From an optimization exercise on the open Yosys and OpenROAD flow, aimed at small area and a short achievable clock period; shortcuts taken in it are not production practice.
In this exercise RTL edits were held to simulation tests only and were not proved equivalent to the original.
Power is estimated from default activity; no workload was simulated.

==> design/flow/design.v <==
`timescale 1ns/1ps
`default_nettype none
module dec_rf_row (
   input  logic        clk,
   input  logic        sv,              
   input  logic        sl,              
   input  logic        sa,              
   input  logic [31:0] dv,
   input  logic [31:0] dl,
   input  logic [31:0] da,
   output logic [31:0] qn               
);
   always_ff @(posedge clk) begin
      if (sv | sl | sa)
         qn <= ~(({32{sv}} & dv) | ({32{sl}} & dl) | ({32{sa}} & da));
   end
endmodule
module dec_rd_port (
   input  logic [30:0]       nsel,      
   input  logic [31*32-1:0]  qn,        
   output logic [31:0]       d
);
   always_comb begin
      d = '0;
      for (int i = 0; i < 31; i++) d = d | ~({32{nsel[i]}} | qn[i*32 +: 32]);
   end
endmodule
`default_nettype wire
`timescale 1ns/1ps
`default_nettype none
module dec_top (
   input  logic                     clk,
   input  logic                     reset,
   input  logic                     fetch_valid,
   input  logic [31:0]              fetch_instr,
   output logic                     fetch_ready,
   output logic                     dec_valid,
   input  logic                     dec_ready,
   output logic [2:0]               dec_class,
   output logic [5-1:0]  dec_rd,
   output logic                     dec_rd_en,
   output logic [32-1:0]     dec_rs1_data,
   output logic [32-1:0]     dec_rs2_data,
   output logic [32-1:0]     dec_imm,
   output logic [2-1:0]  dec_load_tag,
   input  logic                     alu_wen,
   input  logic [5-1:0]  alu_waddr,
   input  logic [32-1:0]     alu_wdata,
   input  logic                     load_data_valid,
   input  logic [2-1:0]  load_data_tag,
   input  logic [32-1:0]     load_data,
   input  logic                     div_wen,
   input  logic [5-1:0]  div_waddr,
   input  logic [32-1:0]     div_wdata,
   input  logic                     wb_cyc,
   input  logic                     wb_stb,
   input  logic                     wb_we,
   input  logic [5-1:0]  wb_adr,
   input  logic [32-1:0]     wb_wdata,
   output logic [32-1:0]     wb_rdata,
   output logic                     wb_ack
);
   localparam int NR = 32;
   localparam int XL = 32;
   function automatic logic [2:0] f_cls(input logic [6:0] op);
      case (op)
         7'b0010011, 7'b0110011, 7'b0110111: f_cls = 3'd0;
         7'b0000011:   f_cls = 3'd1;
         7'b0100011:  f_cls = 3'd2;
         7'b1100011: f_cls = 3'd3;
         7'b1101111:    f_cls = 3'd4;
         default:         f_cls = 3'd7;
      endcase
   endfunction
   function automatic logic f_use_rs1(input logic [6:0] op);
      f_use_rs1 = (op == 7'b0010011) | (op == 7'b0110011) | (op == 7'b0000011) |
                  (op == 7'b0100011) | (op == 7'b1100011);
   endfunction
   function automatic logic f_use_rs2(input logic [6:0] op);
      f_use_rs2 = (op == 7'b0110011) | (op == 7'b0100011) | (op == 7'b1100011);
   endfunction
   function automatic logic f_rd_en(input logic [6:0] op);
      f_rd_en = (op == 7'b0010011) | (op == 7'b0110011) | (op == 7'b0110111) |
                (op == 7'b0000011) | (op == 7'b1101111);
   endfunction
   function automatic logic f_busy(input logic [4:0] r, input logic [3:0] v,
                                   input logic [19:0] trd);
      f_busy = (r != 5'd0) & ((v[0] & (trd[4:0]   == r)) | (v[1] & (trd[9:5]   == r)) |
                              (v[2] & (trd[14:10] == r)) | (v[3] & (trd[19:15] == r)));
   endfunction
   function automatic logic f_stall(input logic [31:0] w, input logic [3:0] v,
                                    input logic [19:0] trd);
      f_stall = (f_use_rs1(w[6:0]) & f_busy(w[19:15], v, trd)) |
                (f_use_rs2(w[6:0]) & f_busy(w[24:20], v, trd)) |
                (f_rd_en(w[6:0])   & f_busy(w[11:7],  v, trd)) |
                ((w[6:0] == 7'b0000011) & (&v));
   endfunction
   logic        buf_v, stall_q;
   logic [31:0] ins, ins_next;
   logic        pkt_ready, buf_ready;
   assign pkt_ready   = ~dec_valid | dec_ready;
   assign buf_ready   = pkt_ready & ~stall_q;
   assign fetch_ready = ~buf_v | buf_ready;
   assign ins_next    = fetch_ready ? fetch_instr : ins;
   always_ff @(posedge clk) begin
      if (reset)            buf_v <= 1'b0;
      else if (fetch_ready) buf_v <= fetch_valid;
   end
   always_ff @(posedge clk) begin
      ins <= ins_next;
   end
   logic [4:0]    rs1, rs2, rd;
   logic          use_rs1, use_rs2, rd_en, is_load;
   logic [2:0]    cls;
   logic [XL-1:0] imm;
   assign rs1     = ins[19:15];
   assign rs2     = ins[24:20];
   assign rd      = ins[11:7];
   assign cls     = f_cls(ins[6:0]);
   assign use_rs1 = f_use_rs1(ins[6:0]);
   assign use_rs2 = f_use_rs2(ins[6:0]);
   assign rd_en   = f_rd_en(ins[6:0]);
   assign is_load = (ins[6:0] == 7'b0000011);
   always_comb begin
      case (ins[6:0])
         7'b0010011, 7'b0000011:
                          imm = {{20{ins[31]}}, ins[31:20]};
         7'b0110111:    imm = {ins[31:12], 12'b0};
         7'b0100011:  imm = {{20{ins[31]}}, ins[31:25], ins[11:7]};
         7'b1100011: imm = {{19{ins[31]}}, ins[31], ins[7], ins[30:25], ins[11:8], 1'b0};
         7'b1101111:    imm = {{11{ins[31]}}, ins[31], ins[19:12], ins[20], ins[30:21], 1'b0};
         default:         imm = '0;
      endcase
   end
   logic [3:0]  tag_v, tag_v_next;
   logic [19:0] tag_rd, tag_rd_next;     
   logic [1:0]  alloc_tag;
   logic        load_go, load_wen;
   logic [4:0]  load_waddr;
   always_comb begin
      if      (!tag_v[0]) alloc_tag = 2'd0;
      else if (!tag_v[1]) alloc_tag = 2'd1;
      else if (!tag_v[2]) alloc_tag = 2'd2;
      else                alloc_tag = 2'd3;
   end
   assign load_go    = buf_v & buf_ready & is_load;
   assign load_wen   = load_data_valid & tag_v[load_data_tag];
   assign load_waddr = tag_rd[5*load_data_tag +: 5];
   always_comb begin
      tag_v_next  = tag_v;
      tag_rd_next = tag_rd;
      if (load_data_valid) tag_v_next[load_data_tag] = 1'b0;
      if (load_go) begin
         tag_v_next[alloc_tag]           = 1'b1;
         tag_rd_next[5*alloc_tag +: 5]   = rd;
      end
      if (reset) tag_v_next = '0;
   end
   always_ff @(posedge clk) begin
      tag_v   <= tag_v_next;
      tag_rd  <= tag_rd_next;
      stall_q <= f_stall(ins_next, tag_v_next, tag_rd_next);
   end
   logic [NR-1:1]      rv;
   logic [NR-1:1]      s_div, s_ld, s_a, hit_v, hit_l, hit_a;
   logic [XL-1:0]      a_wdata;
   logic [31*XL-1:0]   rf_qn;
   logic               dbg_req, dbg_grant, dbg_wen, ack_q;
   assign dbg_req   = wb_cyc & wb_stb & ~ack_q;
   assign dbg_grant = dbg_req & ~alu_wen & ~load_wen & ~div_wen;
   assign dbg_wen   = dbg_grant & wb_we;
   assign a_wdata   = alu_wen ? alu_wdata : wb_wdata;
   always_comb begin
      for (int i = 1; i < NR; i++) begin
         hit_v[i] = div_wen & (div_waddr == 5'(i));
         hit_l[i] = load_wen & (load_waddr == 5'(i));
         hit_a[i] = (alu_wen & (alu_waddr == 5'(i))) | (dbg_wen & (wb_adr == 5'(i)));
         s_div[i] = hit_v[i];
         s_ld[i]  = hit_l[i] & ~hit_v[i];
         s_a[i]   = hit_a[i] & ~hit_v[i] & ~hit_l[i];
      end
   end
   for (genvar i = 1; i < NR; i++) begin : g_row
      dec_rf_row row (
         .clk, .sv(s_div[i]), .sl(s_ld[i]), .sa(s_a[i]),
         .dv(div_wdata), .dl(load_data), .da(a_wdata),
         .qn(rf_qn[(i-1)*XL +: XL]));
   end
   always_ff @(posedge clk) begin
      if (reset) rv <= '0;
      else       rv <= rv | hit_v | hit_l | hit_a;
   end
   logic [NR-1:1] sel1, sel2, seld;
   logic [XL-1:0] rdata1, rdata2, rdatad;
   always_comb begin
      for (int i = 1; i < NR; i++) begin
         sel1[i] = use_rs1 & rv[i] & (rs1 == 5'(i));
         sel2[i] = use_rs2 & rv[i] & (rs2 == 5'(i));
         seld[i] = rv[i] & (wb_adr == 5'(i));
      end
   end
   dec_rd_port rp1 (.nsel(~sel1), .qn(rf_qn), .d(rdata1));
   dec_rd_port rp2 (.nsel(~sel2), .qn(rf_qn), .d(rdata2));
   dec_rd_port rpd (.nsel(~seld), .qn(rf_qn), .d(rdatad));
   logic          out_v;
   logic [2:0]    o_cls;
   logic [4:0]    o_rd;
   logic          o_rd_en;
   logic [XL-1:0] o_rs1, o_rs2, o_imm;
   logic [1:0]    o_tag;
   assign dec_valid = out_v;
   always_ff @(posedge clk) begin
      if (reset)          out_v <= 1'b0;
      else if (pkt_ready) out_v <= buf_v & ~stall_q;
   end
   always_ff @(posedge clk) begin
      if (pkt_ready) begin
         o_cls   <= cls;
         o_rd    <= rd_en ? rd : 5'd0;
         o_rd_en <= rd_en;
         o_rs1   <= rdata1;
         o_rs2   <= rdata2;
         o_imm   <= imm;
         o_tag   <= is_load ? alloc_tag : 2'd0;
      end
   end
   assign dec_class    = o_cls;
   assign dec_rd       = o_rd;
   assign dec_rd_en    = o_rd_en;
   assign dec_rs1_data = o_rs1;
   assign dec_rs2_data = o_rs2;
   assign dec_imm      = o_imm;
   assign dec_load_tag = o_tag;
   logic [XL-1:0] rdata_q;
   always_ff @(posedge clk) begin
      if (reset) ack_q <= 1'b0;
      else       ack_q <= dbg_grant;
   end
   always_ff @(posedge clk) begin
      rdata_q <= rdatad;
   end
   assign wb_ack   = ack_q;
   assign wb_rdata = rdata_q;
endmodule
`default_nettype wire
==> design/flow/run.sh <==
#!/bin/bash
# synth_recipe.tcl (not shown) runs the flow's synth.tcl, then flattens the netlist and writes it again
# the make line also repeats each setting of config.mk as NAME=value (left out here)
make -C /OpenROAD-flow-scripts/flow DESIGN_CONFIG=/design/flow/config.mk WORK_HOME=/design/flow/orfs CLKGATE_MAP_FILE= SYNTH_SCRIPT=/design/flow/synth_recipe.tcl finish
==> design/flow/config.mk <==
export PLATFORM = sky130hd
export DESIGN_NAME = dec_top
export DESIGN_NICKNAME = dec_top
export VERILOG_FILES = /design/flow/design.v
export SDC_FILE = /design/flow/constraint.sdc
export NUM_CORES = 4
export LEC_CHECK = 0
export CAP_MARGIN = 20
export CORE_MARGIN = 2
export CORE_UTILIZATION = 25
export PLACE_DENSITY = 0.4
export SLEW_MARGIN = 20
export SYNTH_HIERARCHICAL = 1
export SYNTH_MINIMUM_KEEP_SIZE = 0
==> design/flow/constraint.sdc <==
create_clock -name core_clock -period 5.5 [get_ports {clk}]
set_input_delay 1.1000 -clock core_clock [delete_from_list [all_inputs] [get_ports {clk}]]
set_output_delay 1.1000 -clock core_clock [all_outputs]
set_load 0.01 [all_outputs]
==> key figures, run 1 <==
Run status
  – Status: timing/DRC/antenna clean

Logic synthesis
  – Synth async-reset ratio: 0%
  – Post-synthesis instance total: around 5,700
  – Number of synthesized flops with an enable pin: around 1,100
  – Seq cells post-synth: around 1,200
  – Synth warnings: 9
  – Yosys cell types: 64
  – Syn_area_per_cell: between 10 and 15 um2
  – Register area share after synthesis: between 50% and 60%
  – Syn Nets: 5,899
  – Predominant post-synthesis flop cell: edfxtp_1
  – Post-Syn Area: slightly below 70,000 um2

Global route
  – Global-route wire length before repair: 627 mm
  – Global route overflow: 0
  – Vias in the first global route: 67,900
  – Largest net degree at the start of global routing: ~110
  – Initial antenna violation count: roughly 50
  – Total GRT Usage: between 30% and 40%

Setup path
  – Crit path DAT: about 5.5 ns
  – Cell with the most instances on the worst path: nor3_1
  – CP Launch Type: flip-flop
  – CP Capture Type: flip-flop
  – Crit Path Class: flip-flop to flip-flop
  – Maximum fanout along the worst path: 19
  – Worst EP required: approximately 6.2 ns
  – CP Cell Sequence: and4bb_2 > nor2b_1 > a31oi_1 > nand2b_1 > nor3_1 > nand3_2 > o221ai_1 > nor3_1 > nand4_1
  – CP max stage cell: nand3_2
  – Worst setup path startpoint: ins[3]
  – Reg2reg start: ins[3]
  – Worst path max stage delay: about 1.1 ns

Place
  – Buffers on Ports: ~330
  – DP HPWL: ~310 mm
  – Placed Cells: between 9,000 and 10,000
  – GPL Wtd Cong: 0.980
  – Post-place instance area: between 70,000 and 80,000 um2

Clock network
  – Root buffer cell: clkbuf_16
  – Reg clk slew, reported paths: 0.06 ns
  – Total setup buffers inserted after CTS: 0
  – # H-tree levels: 4
  – Post-CTS sizing: 0
  – Hold buffers post-CTS: 0
  – CTS Buffer Depth: 4
  – CTS Buf Count: about 170
  – Clock sink count: 1,222
  – CTS tree: built
  – Worst-Skew Late Latency: between 0.8 and 0.9 ns

Power
  – Power per cell area: ~280 nW/um2
  – P_leak: 28.6 nW
  – Max IR drop VDD: between 0.0002 and 0.0003 V
  – Total power: around 23 mW

Die
  – Rows: 191
  – Initial Utilization: between 20% and 30%
  – Height of the die: roughly 530 um
  – I/O Pins: 329
  – Core footprint: 271,000 um2
  – Die area: 277,000 um2
  – Die Width: around 530 um

Detailed routing
  – DRT iter0 DRCs: around 20,000
  – Final WL: between 400 and 500 mm
  – Vias/cell: 7.44
  – Avg WL per Cell: 49.3 um
  – Via count of the routed design: a little over 70,000
  – 1st-pass router iterations: 17
  – DRT antenna net count: 0
  – Drt drc: 0

Layout
  – Final net count: 6,202
  – Area delta synth->final: 21.3%
  – Design area: slightly above 80,000 um2
  – Fillers: about 27,000
  – Non-Filler Instances: 9,727
  – Share of cells above drive strength 1: 16.1%

STA
  – RSZ-0062 raised after global routing: no
  – Maximum clock rate: about 210 MHz
  – Fin. max-slew vios: 0
  – Clock Skew: between 0.07 and 0.08 ns
  – Final Setup Violations: 0
  – Final Hold Viols: 0
  – Post-route minimum period: approximately 4.8 ns
  – Worst-margin pin slew: roughly 1.4 ns
  – Total negative setup slack: 0 ns
  – Max-Slew Margin vs Limit: under 10%
  – Fin crit share: around 87%

Min path
  – Min-delay worst type: flip-flop to flip-flop
  – HP Start: ins[27]

Run
  – Max-cap violation count: 0
-- cells by family (layout without fill, tap and decap cells) --
logic type	count (synthesis)	count (layout)	synth area share, %
compound gates	2635	2635	32.0
xor+xnor	51	51	0.655
fa+ha+maj	5	5	0.0917
buf+inv	716	1141	6.33
flops	1222	1222	52.1
mux	58	58	1.03
other cells	0	25	0
simple gates	1020	1020	7.80
-- final cells by class --
type                            instances  area [um2]  area share (%)
Clock buffer                          210        4420            5.35
Inverter                               37         143           0.172
Timing Repair Buffer                  814        7700            9.31
Sequential cell                      1222       35600            43.0
Antenna cell                           25        62.6          0.0756
Tap cell                             3570        4470            5.40
Multi-Input combinational cell       3769       29600            35.8
Clock inverter                         80         729           0.882
-- metrics by stage --
stage | hold slack, ns | utilization [%] | setup WS (ns)
finish | 0.521 | 30.5 | 0.709
global route | 0.549 | 30.5 | 0.774
CTS | 0.522 | 30.5 | 0.929
detailed placement | 0.505 | 28.6 | 0.229
global placement | 0.505 | 28.6 | 0.302
floorplan | 0.495 | - | 0.446
-- per-layer routing --
layer	up-vias	track usage [%]	wire, um
li1	27000	-	-
met4	28	20.2	34300
met5	-	0.554	385
met1	36400	40.8	175000
met3	1618	13.7	72300
met2	7361	46.8	197000
-- power breakdown --
part           leakage, nW  switching [mW]  total, mW  internal, mW
clock network         2.51            4.61       10.9          6.27
registers             13.8           0.203       10.5          10.3
logic                 12.3            1.23       1.66         0.435
-- synth_stat cells (8+ instances only) --
cell type / n / area, um2
o21ai_0: 18 / 90.1
inv_1: 37 / 139
nand2b_1: 17 / 106
o22ai_1: 867 / 5420
or2_2: 8 / 50.1
nor2b_1: 30 / 188
a22oi_1: 23 / 173
nand3_1: 109 / 546
o22a_1: 288 / 2520
a222oi_1: 992 / 9930
mux2i_1: 17 / 170
nor3_1: 307 / 1540
a21o_1: 19 / 143
o221ai_1: 288 / 2520
xnor2_1: 51 / 447
nand2_1: 43 / 161
nand4_1: 112 / 701
dfxtp_1: 113 / 2260
a32oi_1: 8 / 70.1
nor2_1: 196 / 736
and3_1: 9 / 56.3
a211oi_1: 48 / 360
a21oi_1: 45 / 225
mux2_2: 35 / 394
nor4_1: 127 / 795
a22o_1: 20 / 175
clkbuf_1: 211 / 792
edfxtp_1: 1109 / 33300
or3_1: 36 / 225
buf_2: 289 / 1450
buf_6: 155 / 1750
-- per-module statistics from Yosys, one instance, submodules excluded --
module,flops+latches,cells
dec_top,230,1056
dec_rf_row,32,76
dec_rd_port,0,765
-- cell usage in the layout, fill, tap and decap left out, types with 63 or more instances in the layout --
master,n
a222oi_1,992
buf_12,63
buf_4,422
clkbuf_16,169
clkdlybuf4s50_1,320
dfxtp_1,113
edfxtp_1,1109
nand3_2,85
nand4_1,112
nor2_1,143
nor3_1,302
nor4_1,111
o221ai_1,288
o22a_1,288
o22ai_1,867
-- state kept, by name, indices dropped and copies added (netlist names) --
register      cells
ack_q             1
buf_v             1
g_row.row.qn    992
ins              32
o_cls             3
o_imm            32
o_rd              5
o_rd_en           1
o_rs1            32
o_rs2            32
o_tag             2
out_v             1
rdata_q          32
rv               31
stall_q           1
tag_rd           20
tag_v             4
-- worst paths after layout --
kind / slack, ns / to / cells after the start
setup / recovery: 0.71 / o_rs2[5] / 9
hold / removal: 0.52 / o_imm[27] / 1
setup reg to reg: 0.71 / o_rs2[5] / 9
hold reg to reg: 0.52 / o_imm[27] / 1
-- worst max-delay path, delay by kind of cell, from the launching register on --
family          cells  cell delay [ns]
compound gates      2             1.11
flops               1             0.35
simple gates        7             3.11
==> run 2, diff against run 1 <==
--- a/design/flow/design.v
+++ b/design/flow/design.v
@@ -1,18 +1,47 @@
 `timescale 1ns/1ps
 `default_nettype none
-module dec_rf_row (
+module dec_fr_out (
+   input  logic a,
+   input  logic b,
+   input  logic c,
+   output logic y
+);
+   assign y = a | (b & c);
+endmodule
+`default_nettype wire
+`timescale 1ns/1ps
+`default_nettype none
+module dec_rf_half (
    input  logic        clk,
    input  logic        sv,              
    input  logic        sl,              
    input  logic        sa,              
-   input  logic [31:0] dv,
-   input  logic [31:0] dl,
-   input  logic [31:0] da,
-   output logic [31:0] qn               
+   input  logic [15:0] dv,
+   input  logic [15:0] dl,
+   input  logic [15:0] da,
+   output logic [15:0] qn               
 );
    always_ff @(posedge clk) begin
       if (sv | sl | sa)
-         qn <= ~(({32{sv}} & dv) | ({32{sl}} & dl) | ({32{sa}} & da));
+         qn <= ~(({16{sv}} & dv) | ({16{sl}} & dl) | ({16{sa}} & da));
+   end
+endmodule
+module dec_rd_pair (
+   input  logic        na,              
+   input  logic        nb,
+   input  logic [31:0] qa,              
+   input  logic [31:0] qb,
+   output logic [31:0] d
+);
+   assign d = ~(({32{na}} | qa) & ({32{nb}} | qb));
+endmodule
+module dec_rd_or16 (
+   input  logic [16*32-1:0] t,
+   output logic [31:0]      d
+);
+   always_comb begin
+      d = '0;
+      for (int i = 0; i < 16; i++) d = d | t[i*32 +: 32];
    end
 endmodule
 module dec_rd_port (
@@ -20,10 +49,13 @@
    input  logic [31*32-1:0]  qn,        
    output logic [31:0]       d
 );
-   always_comb begin
-      d = '0;
-      for (int i = 0; i < 31; i++) d = d | ~({32{nsel[i]}} | qn[i*32 +: 32]);
-   end
+   logic [16*32-1:0] t;
+   for (genvar k = 0; k < 15; k++) begin : g_pair
+      dec_rd_pair p (.na(nsel[2*k]), .nb(nsel[2*k+1]), .qa(qn[2*k*32 +: 32]),
+                     .qb(qn[(2*k+1)*32 +: 32]), .d(t[k*32 +: 32]));
+   end
+   assign t[15*32 +: 32] = ~({32{nsel[30]}} | qn[30*32 +: 32]);
+   dec_rd_or16 o (.t, .d);
 endmodule
 `default_nettype wire
 `timescale 1ns/1ps
@@ -95,16 +127,22 @@
                 (f_rd_en(w[6:0])   & f_busy(w[11:7],  v, trd)) |
                 ((w[6:0] == 7'b0000011) & (&v));
    endfunction
-   logic        buf_v, stall_q;
+   logic        buf_v, stall_q, fr_a_q, fr_b_q;
+   logic        buf_v_next, out_v_next, stall_next;
    logic [31:0] ins, ins_next;
    logic        pkt_ready, buf_ready;
    assign pkt_ready   = ~dec_valid | dec_ready;
    assign buf_ready   = pkt_ready & ~stall_q;
-   assign fetch_ready = ~buf_v | buf_ready;
-   assign ins_next    = fetch_ready ? fetch_instr : ins;
-   always_ff @(posedge clk) begin
-      if (reset)            buf_v <= 1'b0;
-      else if (fetch_ready) buf_v <= fetch_valid;
+   logic        fr_int;                 
+   assign fr_int   = fr_a_q | (fr_b_q & dec_ready);
+   assign ins_next = fr_int ? fetch_instr : ins;
+   dec_fr_out fr_out (.a(fr_a_q), .b(fr_b_q), .c(dec_ready), .y(fetch_ready));
+   assign buf_v_next  = reset ? 1'b0 : fr_int ? fetch_valid : buf_v;
+   assign out_v_next  = reset ? 1'b0 : pkt_ready ? (buf_v & ~stall_q) : dec_valid;
+   always_ff @(posedge clk) begin
+      buf_v  <= buf_v_next;
+      fr_a_q <= ~buf_v_next | (~stall_next & ~out_v_next);
+      fr_b_q <= ~stall_next;
    end
    always_ff @(posedge clk) begin
       ins <= ins_next;
@@ -156,10 +194,11 @@
       end
       if (reset) tag_v_next = '0;
    end
+   assign stall_next = f_stall(ins_next, tag_v_next, tag_rd_next);
    always_ff @(posedge clk) begin
       tag_v   <= tag_v_next;
       tag_rd  <= tag_rd_next;
-      stall_q <= f_stall(ins_next, tag_v_next, tag_rd_next);
+      stall_q <= stall_next;
    end
    logic [NR-1:1]      rv;
    logic [NR-1:1]      s_div, s_ld, s_a, hit_v, hit_l, hit_a;
@@ -175,32 +214,39 @@
          hit_v[i] = div_wen & (div_waddr == 5'(i));
          hit_l[i] = load_wen & (load_waddr == 5'(i));
          hit_a[i] = (alu_wen & (alu_waddr == 5'(i))) | (dbg_wen & (wb_adr == 5'(i)));
-         s_div[i] = hit_v[i];
+         s_div[i] = hit_v[i];                            
          s_ld[i]  = hit_l[i] & ~hit_v[i];
          s_a[i]   = hit_a[i] & ~hit_v[i] & ~hit_l[i];
       end
    end
    for (genvar i = 1; i < NR; i++) begin : g_row
-      dec_rf_row row (
-         .clk, .sv(s_div[i]), .sl(s_ld[i]), .sa(s_a[i]),
-         .dv(div_wdata), .dl(load_data), .da(a_wdata),
-         .qn(rf_qn[(i-1)*XL +: XL]));
-   end
-   always_ff @(posedge clk) begin
-      if (reset) rv <= '0;
-      else       rv <= rv | hit_v | hit_l | hit_a;
-   end
-   logic [NR-1:1] sel1, sel2, seld;
+      for (genvar h = 0; h < 2; h++) begin : g_half
+         dec_rf_half half (
+            .clk, .sv(s_div[i]), .sl(s_ld[i]), .sa(s_a[i]),
+            .dv(div_wdata[16*h +: 16]), .dl(load_data[16*h +: 16]), .da(a_wdata[16*h +: 16]),
+            .qn(rf_qn[(i-1)*XL + 16*h +: 16]));
+      end
+   end
+   logic [NR-1:1] rv_next;
+   assign rv_next = reset ? '0 : (rv | hit_v | hit_l | hit_a);
+   always_ff @(posedge clk) begin
+      rv <= rv_next;
+   end
+   logic [NR-1:1] dsel1_n, dsel2_n, nsel1, nsel2, seld;
    logic [XL-1:0] rdata1, rdata2, rdatad;
-   always_comb begin
+   always_ff @(posedge clk) begin
       for (int i = 1; i < NR; i++) begin
-         sel1[i] = use_rs1 & rv[i] & (rs1 == 5'(i));
-         sel2[i] = use_rs2 & rv[i] & (rs2 == 5'(i));
-         seld[i] = rv[i] & (wb_adr == 5'(i));
-      end
-   end
-   dec_rd_port rp1 (.nsel(~sel1), .qn(rf_qn), .d(rdata1));
-   dec_rd_port rp2 (.nsel(~sel2), .qn(rf_qn), .d(rdata2));
+         dsel1_n[i] <= ~(f_use_rs1(ins_next[6:0]) & (ins_next[19:15] == 5'(i)));
+         dsel2_n[i] <= ~(f_use_rs2(ins_next[6:0]) & (ins_next[24:20] == 5'(i)));
+      end
+   end
+   assign nsel1 = dsel1_n | ~rv;
+   assign nsel2 = dsel2_n | ~rv;
+   always_comb begin
+      for (int i = 1; i < NR; i++) seld[i] = rv[i] & (wb_adr == 5'(i));
+   end
+   dec_rd_port rp1 (.nsel(nsel1), .qn(rf_qn), .d(rdata1));
+   dec_rd_port rp2 (.nsel(nsel2), .qn(rf_qn), .d(rdata2));
    dec_rd_port rpd (.nsel(~seld), .qn(rf_qn), .d(rdatad));
    logic          out_v;
    logic [2:0]    o_cls;
@@ -210,8 +256,7 @@
    logic [1:0]    o_tag;
    assign dec_valid = out_v;
    always_ff @(posedge clk) begin
-      if (reset)          out_v <= 1'b0;
-      else if (pkt_ready) out_v <= buf_v & ~stall_q;
+      out_v <= out_v_next;
    end
    always_ff @(posedge clk) begin
       if (pkt_ready) begin
==> design/flow/flow/run.sh (new file) <==
#!/bin/bash
set -o pipefail
export BUFFER_PORTS_ARGS="-buffer_cell sky130_fd_sc_hd__buf_2"
bash standard.sh finish > standard.log 2>&1
==> design/flow/standard.sh (new file) <==
#!/bin/bash
# synth_recipe.tcl (not shown) runs the flow's synth.tcl, then flattens the netlist and writes it again
# the make line also repeats each setting of config.mk as NAME=value (left out here)
make -C /OpenROAD-flow-scripts/flow DESIGN_CONFIG=/design/flow/config.mk WORK_HOME=/design/flow/orfs CLKGATE_MAP_FILE= SYNTH_SCRIPT=/design/flow/synth_recipe.tcl "${@:-finish}"
--- a/design/flow/config.mk
+++ b/design/flow/config.mk
@@ -7,8 +7,10 @@
 export LEC_CHECK = 0
 export CAP_MARGIN = 20
 export CORE_MARGIN = 2
-export CORE_UTILIZATION = 25
-export PLACE_DENSITY = 0.4
+export CORE_UTILIZATION = 22
+export PLACE_DENSITY = 0.35
+export SETUP_SLACK_MARGIN = 2.6
 export SLEW_MARGIN = 20
 export SYNTH_HIERARCHICAL = 1
 export SYNTH_MINIMUM_KEEP_SIZE = 0
+export TNS_END_PERCENT = 10
removed: design/flow/run.sh
==> run 2 against run 1 <==
Compared with the run above:
- synthesized cell count grew 5.9%
- worst setup slack gained 1.3 ns
- final area grew 5.5%
- non-clock buffer count grew 216
- maximum frequency grew 38%
- clock power grew 5%
- power grew 4.5%
- cell count grew 13%
- still clean on timing, DRC and antenna
- critical path depth shrank 4
- sequential cell count grew 64
==> key figures, run 2 <==
Power
  – Max IR drop VDD: 0.000215 V (-15%)
  – Power per cell area: 276 nW/um2 (-0.97%)
  – P_leak: 31.6 nW (+10%)

Layout
  – Most common cell after layout, fill and taps aside: o22ai_1
  – Share of cells above drive strength 1: 26.5% (+10 points)
  – Commonest cells after routing, fill and taps aside: o22ai_1 (1,452), edfxtp_1 (1,109), a222oi_1 (992), buf_4 (578), nor4_1 (332)
  – Register name with the most flops: g_row.g_half.half.qn
  – Number of flip-flops in the largest register: 992 (unchanged)
  – Final net count: 6,730 (+8.5%)
  – Area delta synth->final: 22.1%

Clock network
  – Reg clk slew, reported paths: 0.07 ns (about the same)
  – # H-tree levels: 4 (unchanged)
  – Worst-Skew Late Latency: 0.90 ns (+0.02 ns)
  – Clock sink count: 1,286 (+5.2%)
  – Root buffer cell: clkbuf_16
  – CTS tree: built
  – CTS Buffer Depth: 4 (unchanged)
  – CTS Buf Count: 172 (+3.6%)

STA
  – Clock Skew: 0.0858 ns (+0.0153 ns)
  – Max-Slew Margin vs Limit: 12.4% (+6.1 points)
  – Hold Slack: 0.385 ns (-0.136 ns)
  – RSZ-0062 raised after global routing: yes
  – Final Setup Violations: 0 (unchanged)
  – Post-route minimum period: 3.47 ns (-1.32 ns)
  – Worst-margin pin slew: 1.30 ns (-0.0934 ns)
  – Fin. max-slew vios: 0 (unchanged)
  – Maximum clock rate: 288 MHz (+38%)
  – Final Hold Viols: 0 (unchanged)
  – Total negative setup slack: 0 ns (unchanged)
  – Fin crit share: 63.0% (-24 points)

Die
  – Core footprint: 324,000 um2 (+19%)
  – Initial Utilization: 22.1% (-3.1 points)
  – Height of the die: 574 um (+9.1%)
  – Die Width: 574 um (+9.1%)
  – Die area: 330,000 um2 (+19%)
  – I/O Pins: 329 (unchanged)
  – Rows: 209 (+9.4%)

Detailed routing
  – DRT antenna net count: 0 (unchanged)
  – DRT iter0 DRCs: 18,000 (-9.8%)
  – Final WL: 483 mm (+0.71%)
  – Avg WL per Cell: 43.9 um (-11%)
  – 1st-pass router iterations: 14 (-3)
  – Via count of the routed design: 74,000 (+2.3%)
  – Vias/cell: 6.72 (-9.7%)
  – Drt drc: 0 (unchanged)

Setup path
  – Worst EP required: 5.97 ns (-0.19 ns)
  – Reg2reg start: rv[8]
  – Critical Path End: o_rs1[24]
  – CP Launch Type: flip-flop
  – Worst path max stage delay: 1.05 ns (about the same)
  – Maximum fanout along the worst path: 17 (-2)
  – FF-to-FF path depth: 5 (-4)
  – R2r setup slk: 2.03 ns (+1.32 ns)
  – CP max stage cell: nor4_2
  – Worst R2R End: o_rs1[24]
  – CP Capture Type: flip-flop
  – CP Cell Sequence: nand2b_2 > buf_4 > o22ai_1 > nor4_2 > nand4_1
  – Crit path DAT: 3.94 ns (-1.51 ns)
  – Worst setup path startpoint: rv[8]
  – Crit Path Class: flip-flop to flip-flop

Logic synthesis
  – Syn Nets: 6,235 (+5.7%)
  – Area leader, netlist: edfxtp_1
  – Post-synth top area share: 46.6% (-2.3 points)
  – Register area share after synthesis: 51.5% (-0.63 points)
  – Yosys cell types: 67 (+4.7%)
  – Most numerous cell in the Yosys netlist: o22ai_1
  – Seq cells post-synth: 1,286 (+5.2%)
  – Syn_area_per_cell: 11.8 um2 (-0.99%)
  – Post-synthesis instance total: 6,045 (+5.9%)
  – Synth async-reset ratio: 0% (unchanged)
  – Post-Syn Area: 71,500 um2 (+4.9%)
  – Predominant post-synthesis flop cell: edfxtp_1
  – Number of synthesized flops with an enable pin: 1,109 (unchanged)
  – Synth warnings: 9 (unchanged)
  – Largest cells by area after synthesis: edfxtp_1 (47%), a222oi_1 (14%), o22ai_1 (13%)
  – Post-synth top cells: o22ai_1 (1,454), edfxtp_1 (1,109), a222oi_1 (992)

Run status
  – Status: timing/DRC/antenna clean

Global route
  – Initial antenna violation count: 38 (-25%)
  – Global-route wire length before repair: 634 mm (+1.0%)
  – Global route overflow: 0 (unchanged)
  – Largest net degree at the start of global routing: 56 (-49%)
  – Vias in the first global route: 69,000 (+1.7%)
  – Total GRT Usage: 27.5% (-5.3 points)

Run
  – Max-cap violation count: 0 (unchanged)

Place
  – Buffers on Ports: 328 (unchanged)
  – GPL Wtd Cong: 0.934 (-4.7%)
  – DP HPWL: 327 mm (+6.6%)

Min path
  – Min-delay worst type: primary input to flip-flop
## run 2: changes by cell type after synthesis, sizes merged, moves of 157 or more
| cell | previous run | this run |
|---|---|---|
| o22ai | 867 | 1454 |
| o22a | 288 | 1 |
| nor4 | 127 | 411 |
| o221ai | 288 | 9 |
| nor3 | 308 | 39 |
| buf | 450 | 656 |
| clkbuf | 217 | 60 |
## run 2: layer usage
metal	vias up	global-route usage, %	part of all wire [%]
met1	38000	37.0	40
li1	28500	-	-
met4	14	10.7	4.7
met2	6413	42.3	44
met3	1157	6.65	12
met5	-	0	0.019
## run 2: worst min path at each step
stage / start / slack [ns] / cells past startpoint / end
6_report: fetch_instr[28] / 0.38 / 1 / ins[28]
5_1_grt: fetch_instr[25] / 0.36 / 1 / ins[25]
4_1_cts: fetch_instr[29] / 0.32 / 1 / ins[29]
3_5_place_dp: ins[0] / 0.51 / 2 / ins[0]
3_3_place_gp: ins[1] / 0.51 / 2 / ins[1]
2_1_floorplan: ins[0] / 0.45 / 2 / ins[0]
## run 2: cell type report
type	instances	area [um2]
clock buffers	228	4810
diodes	18	45.0
multi-input cells	4008	31100
well taps	4325	5410
clock inverters	78	667
flip-flops and latches	1286	36900
inverters	42	195
fillers	33900	236000
repair buffers	1030	8180
## run 2: logic make-up (layout without fill, tap and decap cells)
group | Yosys count | after routing | share of synthesized area [%]
XOR/XNOR | 6 | 6 | 0.0735
multiplexers | 44 | 44 | 0.777
buffers and inverters | 758 | 1378 | 9.04
other | 0 | 18 | 0
AND/OR/NAND/NOR | 1252 | 1259 | 9.53
adder cells (fa/ha/maj) | 4 | 4 | 0.0665
AO/OA/AOI/OAI | 2695 | 2695 | 29.0
flip-flops | 1286 | 1286 | 51.5
## run 2: power by group
group          switching [mW]  internal [mW]
combinational            1.35          0.384
sequential              0.219           10.7
clock                    4.81           6.57
total                    6.38           17.7
## run 2: stage by stage
stage / cells / total power, mW / utilization (%) / worst slack, ns / cell area (um2)
floorplan: 6045 / 11.6 / - / 0.464 / 71800
finish: 11000 / 24.1 / 27.0 / 2.03 / 87300
detailed placement: 10500 / 12.7 / 24.1 / 0.512 / 77900
global placement: 10500 / 12.7 / 24.0 / 0.594 / 77800
CTS: 10900 / 24.1 / 26.4 / 2.32 / 85500
global route: 11000 / 24.6 / 27.0 / 2.25 / 87300
## run 2: per-module statistics from Yosys (local to each module, per instance)
module / cells / times used / flops+latches / cell area [um2]
dec_fr_out: 1 / 1 / 0 / 7.51
dec_rd_or16: 160 / 3 / 0 / 1000
dec_rd_pair: 38 / 45 / 0 / 251
dec_rd_port: 35 / 3 / 0 / 154
dec_rf_half: 39 / 62 / 16 / 706
dec_top: 1331 / 1 / 294 / 13000
## run 2: critical path: cells and delay by family, from the launching register on
| kind | cells | cell delay [ns] |
|---|---|---|
| buf+inv | 1 | 0.43 |
| compound gates | 1 | 0.15 |
| flops | 1 | 0.44 |
| simple gates | 3 | 1.99 |
## run 2: what timing repair did
action	4_1_cts	5_1_grt
hold buffers	0	0
pin swaps	63	52
resized for setup	251	181
setup buffers	95	62
cloned	5	15
endpoints found under the setup margin	2129	2078
endpoints found under the hold margin	0	0

-- port drivers added, routing unchanged --
Ports are ideal in the flow. The routed layouts listed here were re-timed in OpenROAD. Step 1 assumes that a clkbuf_16 drives the clock port and a buf_2 every other input. Step 2 times the ports against the registers' clock, not the clock port: input delays grow and output delays shrink by t, the midpoint of the rising clock arrivals with the driver on. a / b / c = no drivers / after step 1 / after step 2; a / b = the first two.
run	t (ns)	setup WS [ns]	worst register clock-pin slew, ns	cell pins on the clock port's net
run 1	0.953	0.709 / 0.709 / 0.360	0.07 / 0.07	1
run 2	0.956	2.034 / 2.000 / 1.044	0.07 / 0.07	1
After both steps setup and hold are still met in every run listed. The setup slack of run 2, which loses most, moves by -0.034 ns with the drivers and by -0.990 ns with both steps.
